From an optimization exercise on the open Yosys and OpenROAD flow, aimed at small area, a short achievable clock period and few clock cycles; shortcuts taken in it are not production practice.
The RTL was checked by simulation tests, not by an equivalence proof against the original design.
Power is estimated from default activity; no workload was simulated.

`flow/design.v`:
```
`timescale 1ns / 1ps
package aalr_pkg;
    localparam logic REQ_START = 1'b0;
    localparam logic REQ_STEP  = 1'b1;
    typedef enum logic [3:0] {
        S_IDLE,
        S_DXSQ,
        S_DYSQ,
        S_SUM,
        S_TGT,
        S_TGT2,
        S_CSQ,
        S_CPROD,
        S_CMP,
        S_COV0,
        S_COV1,
        S_COV2,
        S_COV3,
        S_EMIT
    } state_t;
endpackage
`timescale 1ns / 1ps
module antialiased_line_rasterizer_core #(
    parameter int COORD_BITS = 12,
    parameter int FRAC_BITS  = 12
) (
    input  logic clk,
    input  logic rst_n,
    input  logic s_axis_tvalid,
    output logic s_axis_tready,
    input  logic [((4*COORD_BITS+7)/8)*8-1:0] s_axis_tdata,
    input  logic s_axis_tuser,
    output logic m_axis_tvalid,
    input  logic m_axis_tready,
    output logic [((2*COORD_BITS+48+7)/8)*8-1:0] m_axis_tdata,
    output logic m_axis_tlast,
    input  logic cfg_we,
    input  logic [23:0] cfg_wdata
);
    localparam int C    = COORD_BITS;
    localparam int F    = FRAC_BITS;
    localparam int MW   = (2*C+1 > 2*F+1) ? 2*C+1 : 2*F+1;
    localparam int PW   = 2*MW;
    localparam int DW   = F+4;
    localparam int DECW = C+3;
    localparam int BW   = $clog2(F+1);
    localparam int OW   = ((2*C+48+7)/8)*8;
    localparam logic [F:0]      ONE_Q = {1'b1, {F{1'b0}}};
    localparam logic [PW-1:0]   ONE_T = {{(PW-2*F-1){1'b0}}, 1'b1, {(2*F){1'b0}}};
    localparam logic signed [DW+1:0] DMAX = {3'b000, {(DW-1){1'b1}}};
    localparam logic signed [DW+1:0] DMIN = {3'b111, {(DW-1){1'b0}}};
    aalr_pkg::state_t state_reg, state_next;
    logic [23:0]      stroke_reg;
    logic             active_reg, active_next;
    logic [C-1:0]     cur_x_reg, cur_x_next, cur_y_reg, cur_y_next, end_x_reg, end_x_next;
    logic signed [DECW-1:0] dec_reg, dec_next;
    logic signed [DW-1:0]   dist_reg, dist_next;
    logic [F:0]       across_reg, across_next, along_reg, along_next;
    logic [C-1:0]     dx_reg, dx_next, dy_reg, dy_next;
    logic [2*C:0]     sq_reg, sq_next;
    logic [PW-1:0]    tgt_reg, tgt_next;
    logic [F:0]       q_reg, q_next;
    logic [BW-1:0]    bit_reg, bit_next;
    logic             sel_reg, sel_next;
    logic [7:0]       a_up_reg, a_up_next, a_mid_reg, a_mid_next;
    logic [PW-1:0]    prod_reg;
    logic [MW-1:0]    mul_a, mul_b;
    logic             out_valid_reg, out_valid_next;
    logic [OW-1:0]    out_data_reg, out_data_next;
    logic             out_last_reg, out_last_next;
    logic [C-1:0] in_xs, in_ys, in_xe, in_ye;
    assign in_xs = s_axis_tdata[C-1:0];
    assign in_ys = s_axis_tdata[2*C-1:C];
    assign in_xe = s_axis_tdata[3*C-1:2*C];
    assign in_ye = s_axis_tdata[4*C-1:3*C];
    logic in_acc, emit_go, start_ok, at_end;
    logic [C-1:0] in_dx, in_dy;
    assign s_axis_tready = (state_reg == aalr_pkg::S_IDLE);
    assign in_acc  = s_axis_tvalid && s_axis_tready;
    assign emit_go = !out_valid_reg || m_axis_tready;
    assign in_dx   = in_xe - in_xs;
    assign in_dy   = in_ye - in_ys;
    assign start_ok = (in_xe >= in_xs) && (in_ye >= in_ys) && (in_dy <= in_dx);
    assign at_end  = (cur_x_reg == end_x_reg);
    logic [F:0] cand;
    assign cand = q_reg | (ONE_Q >> (F[BW-1:0] - bit_reg));
    logic signed [DW:0] r_up, r_mid, r_dn;
    logic [DW:0] m_up, m_mid, m_dn;
    assign r_up  = {dist_reg[DW-1], dist_reg} + $signed({1'b0, {(DW-F-1){1'b0}}, across_reg});
    assign r_mid = {dist_reg[DW-1], dist_reg};
    assign r_dn  = {dist_reg[DW-1], dist_reg} - $signed({1'b0, {(DW-F-1){1'b0}}, across_reg});
    assign m_up  = r_up[DW]  ? -r_up  : r_up;
    assign m_mid = r_mid[DW] ? -r_mid : r_mid;
    assign m_dn  = r_dn[DW]  ? -r_dn  : r_dn;
    logic [2*F:0]   cov_d;
    logic [2*F+8:0] cov_x;
    logic [7:0]     alpha;
    assign cov_d = ONE_T[2*F:0] - prod_reg[2*F:0];
    assign cov_x = {cov_d, 8'd0} - {8'd0, cov_d};
    assign alpha = (prod_reg >= ONE_T) ? 8'd0 : cov_x[2*F+7:2*F];
    logic signed [DW+1:0] dsum;
    logic signed [DECW-1:0] two_dy, two_dx;
    assign two_dy = $signed({2'b00, dy_reg, 1'b0});
    assign two_dx = $signed({2'b00, dx_reg, 1'b0});
    assign dsum = {{2{dist_reg[DW-1]}}, dist_reg}
                + $signed({{(DW+1-F){1'b0}}, along_reg})
                - ((dec_reg > 0) ? $signed({{(DW+1-F){1'b0}}, across_reg})
                                 : $signed({(DW+2){1'b0}}));
    always_ff @(posedge clk)
    begin
        prod_reg <= mul_a * mul_b;
    end
    always_comb
    begin
        state_next = state_reg;
        active_next = active_reg;
        cur_x_next = cur_x_reg;
        cur_y_next = cur_y_reg;
        end_x_next = end_x_reg;
        dec_next = dec_reg;
        dist_next = dist_reg;
        across_next = across_reg;
        along_next = along_reg;
        dx_next = dx_reg;
        dy_next = dy_reg;
        sq_next = sq_reg;
        tgt_next = tgt_reg;
        q_next = q_reg;
        bit_next = bit_reg;
        sel_next = sel_reg;
        a_up_next = a_up_reg;
        a_mid_next = a_mid_reg;
        out_valid_next = out_valid_reg && !m_axis_tready;
        out_data_next = out_data_reg;
        out_last_next = out_last_reg;
        mul_a = '0;
        mul_b = '0;
        case (state_reg)
            aalr_pkg::S_IDLE:
            begin
                if (in_acc)
                begin
                    if (s_axis_tuser == aalr_pkg::REQ_START)
                    begin
                        if (start_ok)
                        begin
                            dx_next = in_dx;
                            dy_next = in_dy;
                            cur_x_next = in_xs;
                            cur_y_next = in_ys;
                            end_x_next = in_xe;
                            dec_next = $signed({2'b00, in_dy, 1'b0}) - $signed({3'b000, in_dx});
                            dist_next = '0;
                            active_next = 1'b1;
                            state_next = aalr_pkg::S_DXSQ;
                        end
                    end
                    else if (active_reg)
                    begin
                        state_next = aalr_pkg::S_COV0;
                    end
                end
            end
            aalr_pkg::S_DXSQ:
            begin
                mul_a = MW'(dx_reg);
                mul_b = MW'(dx_reg);
                state_next = aalr_pkg::S_DYSQ;
            end
            aalr_pkg::S_DYSQ:
            begin
                mul_a = MW'(dy_reg);
                mul_b = MW'(dy_reg);
                sq_next = prod_reg[2*C:0];
                state_next = aalr_pkg::S_SUM;
            end
            aalr_pkg::S_SUM:
            begin
                sq_next = sq_reg + prod_reg[2*C:0];
                sel_next = 1'b0;
                state_next = aalr_pkg::S_TGT;
            end
            aalr_pkg::S_TGT:
            begin
                mul_a = MW'(sel_reg ? dy_reg : dx_reg);
                mul_b = MW'(sel_reg ? dy_reg : dx_reg);
                state_next = aalr_pkg::S_TGT2;
            end
            aalr_pkg::S_TGT2:
            begin
                tgt_next = PW'({prod_reg[2*C-1:0], {(2*F){1'b0}}});
                q_next = '0;
                bit_next = F[BW-1:0];
                state_next = aalr_pkg::S_CSQ;
            end
            aalr_pkg::S_CSQ:
            begin
                mul_a = MW'(cand);
                mul_b = MW'(cand);
                state_next = aalr_pkg::S_CPROD;
            end
            aalr_pkg::S_CPROD:
            begin
                mul_a = prod_reg[MW-1:0];
                mul_b = MW'(sq_reg);
                state_next = aalr_pkg::S_CMP;
            end
            aalr_pkg::S_CMP:
            begin
                if ((cand <= ONE_Q) && (prod_reg <= tgt_reg) && (sq_reg != '0))
                begin
                    q_next = cand;
                end
                if (bit_reg == '0)
                begin
                    if (!sel_reg)
                    begin
                        across_next = q_next;
                        sel_next = 1'b1;
                        state_next = aalr_pkg::S_TGT;
                    end
                    else
                    begin
                        along_next = q_next;
                        state_next = aalr_pkg::S_IDLE;
                    end
                end
                else
                begin
                    bit_next = bit_reg - 1'b1;
                    state_next = aalr_pkg::S_CSQ;
                end
            end
            aalr_pkg::S_COV0:
            begin
                mul_a = MW'(m_up);
                mul_b = MW'(m_up);
                state_next = aalr_pkg::S_COV1;
            end
            aalr_pkg::S_COV1:
            begin
                mul_a = MW'(m_mid);
                mul_b = MW'(m_mid);
                a_up_next = alpha;
                state_next = aalr_pkg::S_COV2;
            end
            aalr_pkg::S_COV2:
            begin
                mul_a = MW'(m_dn);
                mul_b = MW'(m_dn);
                a_mid_next = alpha;
                state_next = aalr_pkg::S_COV3;
            end
            aalr_pkg::S_COV3:
            begin
                state_next = aalr_pkg::S_EMIT;
                mul_a = MW'(m_dn);
                mul_b = MW'(m_dn);
            end
            aalr_pkg::S_EMIT:
            begin
                mul_a = MW'(m_dn);
                mul_b = MW'(m_dn);
                if (emit_go)
                begin
                    out_valid_next = 1'b1;
                    out_last_next = at_end;
                    out_data_next = OW'({stroke_reg, alpha, a_mid_reg, a_up_reg,
                                         cur_y_reg, cur_x_reg});
                    if (at_end)
                    begin
                        active_next = 1'b0;
                    end
                    else
                    begin
                        cur_x_next = cur_x_reg + 1'b1;
                        if (dsum > DMAX)
                            dist_next = DMAX[DW-1:0];
                        else if (dsum < DMIN)
                            dist_next = DMIN[DW-1:0];
                        else
                            dist_next = dsum[DW-1:0];
                        if (dec_reg <= 0)
                        begin
                            dec_next = dec_reg + two_dy;
                        end
                        else
                        begin
                            dec_next = dec_reg + two_dy - two_dx;
                            cur_y_next = cur_y_reg + 1'b1;
                        end
                    end
                    state_next = aalr_pkg::S_IDLE;
                end
            end
            default:
            begin
                state_next = aalr_pkg::S_IDLE;
            end
        endcase
    end
    always_ff @(posedge clk or negedge rst_n)
    begin
        if (!rst_n)
        begin
            state_reg <= aalr_pkg::S_IDLE;
            stroke_reg <= '0;
            active_reg <= 1'b0;
            cur_x_reg <= '0;
            cur_y_reg <= '0;
            end_x_reg <= '0;
            dec_reg <= '0;
            dist_reg <= '0;
            across_reg <= '0;
            along_reg <= '0;
            dx_reg <= '0;
            dy_reg <= '0;
            out_valid_reg <= 1'b0;
        end
        else
        begin
            state_reg <= state_next;
            if (cfg_we)
            begin
                stroke_reg <= cfg_wdata;
            end
            active_reg <= active_next;
            cur_x_reg <= cur_x_next;
            cur_y_reg <= cur_y_next;
            end_x_reg <= end_x_next;
            dec_reg <= dec_next;
            dist_reg <= dist_next;
            across_reg <= across_next;
            along_reg <= along_next;
            dx_reg <= dx_next;
            dy_reg <= dy_next;
            out_valid_reg <= out_valid_next;
        end
    end
    always_ff @(posedge clk)
    begin
        sq_reg <= sq_next;
        tgt_reg <= tgt_next;
        q_reg <= q_next;
        bit_reg <= bit_next;
        sel_reg <= sel_next;
        a_up_reg <= a_up_next;
        a_mid_reg <= a_mid_next;
        out_data_reg <= out_data_next;
        out_last_reg <= out_last_next;
    end
    assign m_axis_tvalid = out_valid_reg;
    assign m_axis_tdata  = out_data_reg;
    assign m_axis_tlast  = out_last_reg;
endmodule
```
`flow/run.sh`:
```
#!/bin/bash
# synth_recipe.tcl (not shown) runs the flow's synth.tcl, then flattens the netlist and writes it again
# the make line also repeats each setting of config.mk as NAME=value (left out here)
make -C /OpenROAD-flow-scripts/flow DESIGN_CONFIG=/design/flow/config.mk WORK_HOME=/design/flow/orfs CLKGATE_MAP_FILE= SYNTH_SCRIPT=/design/flow/synth_recipe.tcl finish
```
`flow/config.mk`:
```
export PLATFORM = sky130hd
export DESIGN_NAME = antialiased_line_rasterizer_core
export DESIGN_NICKNAME = antialiased_line_rasterizer_core
export VERILOG_FILES = /design/flow/design.v
export SDC_FILE = /design/flow/constraint.sdc
export NUM_CORES = 4
export LEC_CHECK = 0
export CAP_MARGIN = 20
export CORE_MARGIN = 2
export CORE_UTILIZATION = 40
export SLEW_MARGIN = 20
```
`flow/constraint.sdc`:
```
create_clock -name core_clock -period 10.5 [get_ports {clk}]
set_input_delay 2.1000 -clock core_clock [delete_from_list [all_inputs] [get_ports {clk}]]
set_output_delay 2.1000 -clock core_clock [all_outputs]
set_load 0.01 [all_outputs]
```
==> flow_summary.yaml <==
die:
  placeableCoreArea_um2: 110000
  fp.dieArea_um2: 113000
  initial_utilization_pct: 40.1
  fp.dieW_um: 337
  rows: 122
  ios: 153
  die_y_um: 337
grt:
  grt_use_total_pct: 25.3
  grt_pass1_vias: 36901
  grt_overflow_total: 0
  grt_antenna_before_repair: 3
  grt_max_degree: 93
  grt_pass1_wl_um: 221000
power_and_ir_drop:
  p_per_area_nw_per_um2: 290
  p_total_mw: 14.6
  ir_worst_vdd_mv: 0.198
  p_comb_share_pct: 73.6
  netSwitchingFraction_pct: 53.5
  internal-power_mw: 6.76
  p_seq_share_pct: 16.1
  leakage_nw: 23.7
  switchingPower_mw: 7.79
  clkPwrFrac_pct: 10.3
route:
  first_pass_iters: 7
  wl_um: 142000
  final_antenna_net_count: 0
  wl_per_cell_um: 21.4
  post-route-drc-count: 0
  vias: 36532
  vias_per_cell: 5.48
  first_iter_violations: 3219
synth:
  ys_top_cells_by_area: "fa_1 (25%), ha_1 (11%), edfxtp_1 (11%)"
  synth-seq-cells: 353
  ys_warn_count: 1
  synth_area_um2: 44200
  synth_most_common_cell: "inv_1"
  synth.distinct_cells: 95
  synth_top_family_by_area: "adder cells"
  synthXorXnorAreaFrac_pct: 4.26
  synth_ff_type: "edfxtp_1"
  synth_compound_area_share_pct: 13.5
  synth_edf_count: 156
  async_flop_share_pct: 41.6
  muxShareOfSynthArea_pct: 1.65
  ys_seq_area_share_pct: 21.2
  synthCells: 4962
  synth_top_area_share_pct: 24.7
  postSynthNetCount: 5968
  synthSimpleGateAreaFrac_pct: 14.8
  synth_common_cells: "inv_1 (858), nand2_1 (606), fa_1 (547)"
  synth_fa_ha_area_share_pct: 35.5
  avgSynthCellArea_um2: 8.92
  yosysTopAreaCell: "fa_1"
placed_design:
  gp_routability_congestion: 0.949
  dp_hpwl_um: 115000
  port_buffers: 152
timing:
  timing_max_transition_violations_final: 0
  hold-worst-slack_ps: 417
  fin_crit_sh_pct: 97.8
  fin_skew_ps: 58.4
  maxSlewHeadroom_pct: 23.6
  fmax_mhz: 97.4
  period_needed_ps: 10270
  tightestPinTransition_ps: 1130
  report.final.hold_viol_count: 0
  finalSetupViolations: 0
worst_setup_path:
  slowest_stage: "fa_1"
  slowest_delay_ps: 560
  worstPathRequired_ps: 11010
  crit_path_end_kind: "flip-flop"
  start_kind: "flip-flop"
  crit_top_cell: "fa_1"
  critPathArrivalTime_ps: 10780
  worstPathMaxFanout: 9
  criticalPathCategory: "flip-flop to flip-flop"
flow_run:
  maxCapViolCount: 0
clock_network:
  clk_path_buf_depth: 3
  cts.sinks: 353
  htree_levels: 2
  cts_tree: "yes"
  numCtsBuffers: 41
  cts_root_buffer: "clkbuf_16"
  clk_latency_ps: 620
  path_clk_slew_ps: 60
  cts_hold_buf: 0
final_layout:
  largest_reg_flops: 72
  num_antenna_cells: 0
  fin_nets: 6152
  syn2layout_area_growth_pct: 13.4
  drive_gt1_share_pct: 8.28
  fillerInstances: 10780
status:
  status: "no timing/DRC/antenna violations"
hold_path:
  min_path_type: "flip-flop to flip-flop"
==> layer usage <==
metal	GRT usage, %	wire (µm)	vias to the layer above	share of wire (%)
met1	36.5	63100	18159	44
li1	-	-	16631	-
met5	0	13	-	0.0091
met4	6.92	4440	2	3.1
met2	38.8	62000	1505	44
met3	4.54	12900	235	9.1
==> cells by family after synthesis <==
kind of cell | count (synthesis)
simple gates | 1423
buf+inv | 1063
fa+ha+maj | 928
compound gates | 914
flops | 353
xor+xnor | 215
mux | 66
==> worst max-delay path, delay by kind of cell (launching register included) <==
family,cells,cell delay (ps)
mux,1,380
simple gates,8,1880
flops,1,370
buf+inv,10,1150
xor+xnor,1,140
compound gates,10,1960
fa+ha+maj,10,4280
==> through the flow <==
| stage | area [µm²] | std cells | setup WS (ps) | util [%] | setup TNS (ps) |
|---|---|---|---|---|---|
| 6_report | 50200 | 6667 | 234 | 45.5 | 0 |
| 5_1_grt | 50200 | 6667 | -56.4 | 45.5 | -136 |
| 4_1_cts | 49700 | 6649 | 9.59 | 45.1 | 0 |
| 3_5_place_dp | 48300 | 6573 | -39.4 | 43.8 | -69.9 |
| 3_3_place_gp | 48300 | 6573 | 44.0 | 43.8 | 0 |
| 2_1_floorplan | 44200 | 4962 | 978 | - | 0 |
==> placed cells by master, fill, tap and decap left out, types with 26 or more instances in the layout <==
cell,count
nand4_1,26
a21o_1,101
nor4_1,28
clkbuf_16,44
xnor2_1,142
buf_4,177
and2_1,102
mux2_2,56
dfrtp_1,147
a21oi_1,281
xor2_1,69
dfxtp_1,50
nand3_1,78
nor2b_1,35
nand2_1,606
clkdlybuf4s50_1,150
ha_1,380
edfxtp_1,156
and3_1,46
a211oi_1,28
nor2_1,299
inv_1,858
o21ai_0,172
nor3_1,65
nand2b_1,35
a31oi_1,46
fa_1,545
==> what timing repair did <==
| action | in CTS | in global routing |
|---|---|---|
| cloned | 0 | 2 |
| pin swaps | 0 | 13 |
| hold endpoints to repair | 0 | 0 |
| gates resized for setup | 6 | 70 |
| buffers inserted | 0 | 16 |
| setup endpoints to repair | 7 | 19 |
==> final cells by class <==
class,count,area [µm²],share of cell area [%]
flip-flops and latches,353,9360,18.7
inverters,859,3220,6.43
multi-input cells,3547,31200,62.2
repair buffers,344,3110,6.20
clock inverters,18,213,0.424
clock buffers,58,1180,2.36
well taps,1488,1860,3.71
==> final timing paths <==
path / endpoint / start / slack [ps] / cells after the start
worst max register to register: prod_reg[43] / across_reg[0] / 230 / 40
max in group asynchronous: state_reg[2] / rst_n / 7540 / 2
min in group asynchronous: cur_y_reg[5] / rst_n / 1600 / 1
worst min-delay path: out_data_reg[31] / a_up_reg[7] / 420 / 0
worst max-delay path: prod_reg[43] / across_reg[0] / 230 / 40
worst min register to register: out_data_reg[31] / a_up_reg[7] / 420 / 0
==> power groups by stage <==
stage	logic (mW)	clock network [mW]	registers (mW)
2_1_floorplan	6.86	0	2.14
3_3_place_gp	10.1	0	2.35
3_5_place_dp	10.2	0	2.35
4_1_cts	10.3	1.53	2.33
5_1_grt	11.8	1.58	2.37
6_report	10.7	1.50	2.35
Testbench counts, summed over its fixed seeds: cycles 146,258.

afterwards: timing with drivers on the ports:
The flow's constraints put no driver on any port. The routed layout listed below was extracted and timed again, unchanged, in two steps.
Step 1 assumes that a clkbuf_16 drives the clock port and a buf_2 every other input.
Step 2 moves the port delays by t, midway between the first and last clock arrival at a register: inputs arrive t later, outputs are due t later. That takes back most of the time a late clock gives input paths.
Slacks: ideal / step 1 / step 2; pairs: ideal / step 1.
t, ns: 0.665
slack for setup (ns): 0.234 / 0.234 / 0.234
worst register clock-pin slew, ns: 0.07 / 0.07
worst slew at a driven data input, ns: 0.07
pins driven straight from the clock port: 1
After both steps setup and hold are still met in this run. The setup slack of this run moves by 0.000 ns with the drivers and by 0.000 ns with both steps.
